From an optimization exercise on the open Yosys and OpenROAD flow, aimed at small area, a short achievable clock period and few clock cycles per item; shortcuts taken in it are not production practice.
Function was checked by simulation only, so behaviour that the tests miss may differ from the original.

==> inputs of lagoon <==
// triangle_setup
module triangle_setup #(
  parameter int COORD_WIDTH   = 16,
  parameter int COEF_WIDTH    = 2*COORD_WIDTH+3,
  parameter int SCREEN_X_SIZE = 800,
  parameter int SCREEN_Y_SIZE = 600,
  parameter int CNT_WIDTH     = 16
) (
  input  logic                                    clk,
  input  logic                                    reset_n,
  input  logic                                    in_valid,
  output logic                                    in_ready,
  input  logic [2:0][1:0][COORD_WIDTH-1:0]        vertexes,
  input  logic [1:0]                              cull_mode,
  output logic                                    out_valid,
  input  logic                                    out_ready,
  output logic [2:0][COORD_WIDTH:0]               edge_a,
  output logic [2:0][COORD_WIDTH:0]               edge_b,
  output logic [2:0][COEF_WIDTH-1:0]              edge_c,
  output logic [COEF_WIDTH-1:0]                   area2,
  output logic [COORD_WIDTH-1:0]                  bbox_xmin,
  output logic [COORD_WIDTH-1:0]                  bbox_xmax,
  output logic [COORD_WIDTH-1:0]                  bbox_ymin,
  output logic [COORD_WIDTH-1:0]                  bbox_ymax,
  input  logic                                    stats_clr,
  output logic [CNT_WIDTH-1:0]                    cnt_in,
  output logic [CNT_WIDTH-1:0]                    cnt_out,
  output logic [CNT_WIDTH-1:0]                    cnt_culled,
  output logic                                    idle
);
clock: 8.5 ns
lec_check: 0
abc_area: 1
cap_margin: 20
core_margin: 2
core_utilization: 30
setup_slack_margin: 4.0
slew_margin: 20
standard.sh (not shown) runs the stock make flow with config.mk's settings and CLKGATE_MAP_FILE= SYNTH_SCRIPT=/design/flow/synth_recipe.tcl, a recipe that flattens the netlist after the stock synthesis.
==> flow/flow/run.sh <==
#!/bin/bash
# The standard layout (standard.sh: standard synthesis, floorplan, place,
# CTS, route, finish), with one change: the buffers that placement puts on
# every input and output port are made from sky130_fd_sc_hd__buf_1 rather
# than the cell buffer_ports picks by default. Timing repair still resizes
# them as needed. The full make/OpenROAD/Yosys output goes to standard.log;
# ORFS's per-step logs stay under orfs/logs/.
set -euo pipefail
export BUFFER_PORTS_ARGS="-buffer_cell sky130_fd_sc_hd__buf_1"
export RECOVER_POWER=100
bash standard.sh > standard.log 2>&1
==> pepper (differences from lagoon) <==
--- a/flow/flow/run.sh
+++ b/flow/flow/run.sh
@@ -8,4 +8,3 @@
 set -euo pipefail
 export BUFFER_PORTS_ARGS="-buffer_cell sky130_fd_sc_hd__buf_1"
-export RECOVER_POWER=100
 bash standard.sh > standard.log 2>&1
==> summary.txt <==
| metric | lagoon | pepper |
|---|---|---|
| Outcome | failed layout checks | no timing/DRC/antenna violations |
| Reasons for failing layout checks | capacitance limit, slew limit | - |
| Clock latency of the later-clocked register in the worst-skew pair | 0.79 ns | 0.78 ns |
| Actual slew at the worst max-slew pin | 3.726 ns | 1.236 ns |
| Via-to-Cell Ratio | 5.394 | 5.396 |
| Multi-input gate share of total cell area | 54.11% | 54.15% |
| # fillers | 27087 | 26881 |
| Final non-filler cell area | 91790 um^2 | 92840 um^2 |
| WP buf/inv | 4 | 3 |
| Clock Skew | 0.05677 ns | 0.05317 ns |
| Critical path capture point | cs_q[217]$_DFFE_PN_ | area2[30] |
| Launch point of the worst reg-to-reg path | ys_q[3]$_DFFE_PN_ | x_q[7]$_DFFE_PN_ |
| Register fraction of the total cell area | 26.68% | 26.38% |
| Layout buffering overhead excluding clock cells | 4.734% | 5.159% |
| Post-layout worst setup margin | 1.816 ns | 3.903 ns |
| Most numerous cell on the critical path | fa_1 | nand4_1 |
| Final-layout worst hold slack | 0.4224 ns | 0.4215 ns |
| Slack of the worst reg-to-reg path | 1.82 ns | 4.00 ns |
| Antenna Cells | 31 | 28 |
| Count of pins over their slew limit | 1121 | 0 |
Testbench counts of lagoon, summed over its fixed seeds: cycles 24,032, items 24,000.
Testbench counts of pepper, summed over its fixed seeds: cycles 24,032, items 24,000.

* * *

==> 10-21 <==
triangle_setup, a different RTL version from the one above (not shown whole).
## triangle_setup
module triangle_setup #(
  parameter int COORD_WIDTH   = 16,
  parameter int COEF_WIDTH    = 2*COORD_WIDTH+3,
  parameter int SCREEN_X_SIZE = 800,
  parameter int SCREEN_Y_SIZE = 600,
  parameter int CNT_WIDTH     = 16
) (
  input  logic                                    clk,
  input  logic                                    reset_n,
  input  logic                                    in_valid,
  output logic                                    in_ready,
  input  logic [2:0][1:0][COORD_WIDTH-1:0]        vertexes,
  input  logic [1:0]                              cull_mode,
  output logic                                    out_valid,
  input  logic                                    out_ready,
  output logic [2:0][COORD_WIDTH:0]               edge_a,
  output logic [2:0][COORD_WIDTH:0]               edge_b,
  output logic [2:0][COEF_WIDTH-1:0]              edge_c,
  output logic [COEF_WIDTH-1:0]                   area2,
  output logic [COORD_WIDTH-1:0]                  bbox_xmin,
  output logic [COORD_WIDTH-1:0]                  bbox_xmax,
  output logic [COORD_WIDTH-1:0]                  bbox_ymin,
  output logic [COORD_WIDTH-1:0]                  bbox_ymax,
  input  logic                                    stats_clr,
  output logic [CNT_WIDTH-1:0]                    cnt_in,
  output logic [CNT_WIDTH-1:0]                    cnt_out,
  output logic [CNT_WIDTH-1:0]                    cnt_culled,
  output logic                                    idle
);
clock: 8.5 ns
lec_check: 0
abc_area: 1
cap_margin: 20
core_margin: 2
core_utilization: 30
setup_slack_margin: 4.0
slew_margin: 20
==> flow/flow/run.sh <==
#!/bin/bash
# The standard layout (standard.sh: standard synthesis, floorplan, place,
# CTS, route, finish), with one change: the buffers that placement puts on
# every input and output port are made from sky130_fd_sc_hd__buf_1 rather
# than the cell buffer_ports picks by default. Timing repair still resizes
# them as needed. The full make/OpenROAD/Yosys output goes to standard.log;
# ORFS's per-step logs stay under orfs/logs/.
set -euo pipefail
export BUFFER_PORTS_ARGS="-buffer_cell sky130_fd_sc_hd__buf_1"
bash standard.sh > standard.log 2>&1
==> inputs of 02-25, as changes to 10-21 <==
==> flow/run.sh (new file) <==
#!/bin/bash
# synth_recipe.tcl (not shown) runs the flow's synth.tcl, then flattens the netlist and writes it again
# the make line also repeats each setting of config.mk as NAME=value (left out here)
make -C /OpenROAD-flow-scripts/flow DESIGN_CONFIG=/design/flow/config.mk WORK_HOME=/design/flow/orfs CLKGATE_MAP_FILE= SYNTH_SCRIPT=/design/flow/synth_recipe.tcl finish
CORE_UTILIZATION = 50   (was 30)
SETUP_SLACK_MARGIN = 3.5   (was 4.0)
removed: flow/flow/run.sh
removed: flow/standard.sh
==> inputs of 04-22, as changes to 10-21 <==
==> flow/run.sh (new file) <==
#!/bin/bash
# synth_recipe.tcl (not shown) runs the flow's synth.tcl, then flattens the netlist and writes it again
# the make line also repeats each setting of config.mk as NAME=value (left out here)
make -C /OpenROAD-flow-scripts/flow DESIGN_CONFIG=/design/flow/config.mk WORK_HOME=/design/flow/orfs CLKGATE_MAP_FILE= SYNTH_SCRIPT=/design/flow/synth_recipe.tcl finish
ABC_AREA = default   (was 1)
SETUP_SLACK_MARGIN = default   (was 4.0)
removed: flow/flow/run.sh
removed: flow/standard.sh
==> notes <==
- Of 04-22 and 02-25, 02-25 has the higher cell count (gap about 0.8%, measured against 02-25).
- Final area: 02-25 is smaller than 10-21 (4.5%).
- Via count: 10-21 > 02-25 > 04-22.
- Critical path depth is the same in 02-25 and 04-22.
- Of 10-21 and 04-22, 10-21 has the higher synthesized cell count (gap about 17%, measured against 04-22).
==> figures <==
|  | 02-25 | 10-21 | 04-22 |
|---|---|---|---|
| Run status | no timing/DRC/antenna violations | no timing/DRC/antenna violations | no timing/DRC/antenna violations |
| Arrival time reported for the critical path endpoint | 5380 ps | 5310 ps | 6010 ps |
| Met2 wire length | 131000 um | 146000 um | 119000 um |
| Final setup margin | 3520 ps | 3710 ps | 793 ps |
| Minimum period implied by the final worst setup slack | 4980 ps | 4790 ps | 7710 ps |
| Mapped Area | 77300 um2 | 77300 um2 | 74900 um2 |
| Initial Util | 50.3% | 30.1% | 30.1% |
| Origin of the worst setup path | x_q[18] | yo_q[9] | c_q[34] |
| Measured slew at the worst slew-check pin | 1360 ps | 1160 ps | 1240 ps |
| HP Start | cm2_q[0] | cm2_q[1] | cm1_q[1] |
| Slowest library cell on the worst path | sky130_fd_sc_hd__fa_1 | sky130_fd_sc_hd__fa_2 | sky130_fd_sc_hd__clkdlybuf4s50_1 |
| Wire length of the first global-routing pass | 462000 um | 480000 um | 397000 um |
| R2R Path End | cs_q[81] | cs_q[17] | xmax_q[8] |
| Count of multi-input combinational gates | 5794 | 5795 | 5072 |
Testbench counts of 10-21, summed over its fixed seeds: cycles 24,032, items 24,000.
Testbench counts of 02-25, summed over its fixed seeds: cycles 24,032, items 24,000.
Testbench counts of 04-22, summed over its fixed seeds: cycles 24,032, items 24,000.

## static timing again, ports no longer ideal
Ports are ideal in the flow. The routed layouts listed here were re-timed in OpenROAD.
Step 1 sets driving cells, clkbuf_16 on the clock port and buf_2 on the other inputs (assumed; they add their load-dependent delay and slew).
Step 2, shift: input delay + t, output delay - t, t = (earliest + latest rising clock arrival at the registers) / 2. This alone moves slack from input paths to output paths.
Three values: no drivers, after step 1, after step 2; two values: the first two.
run | t, ns | setup slack, ns | worst data-port slew with drivers (ns)
lagoon | 0.867 | 1.816 / 1.816 / 1.462 | 0.15
pepper | 0.851 | 3.903 / 3.809 / 3.852 | 0.16
10-21 | 0.874 | 3.714 / 3.714 / 3.714 | 0.17
02-25 | 0.813 | 3.521 / 3.498 / 2.942 | 0.16
04-22 | 0.857 | 0.793 / 0.711 / 1.568 | 0.14
For 02-25, which loses most, drivers alone change the setup slack by -0.023 ns; drivers and shift together by -0.579 ns.
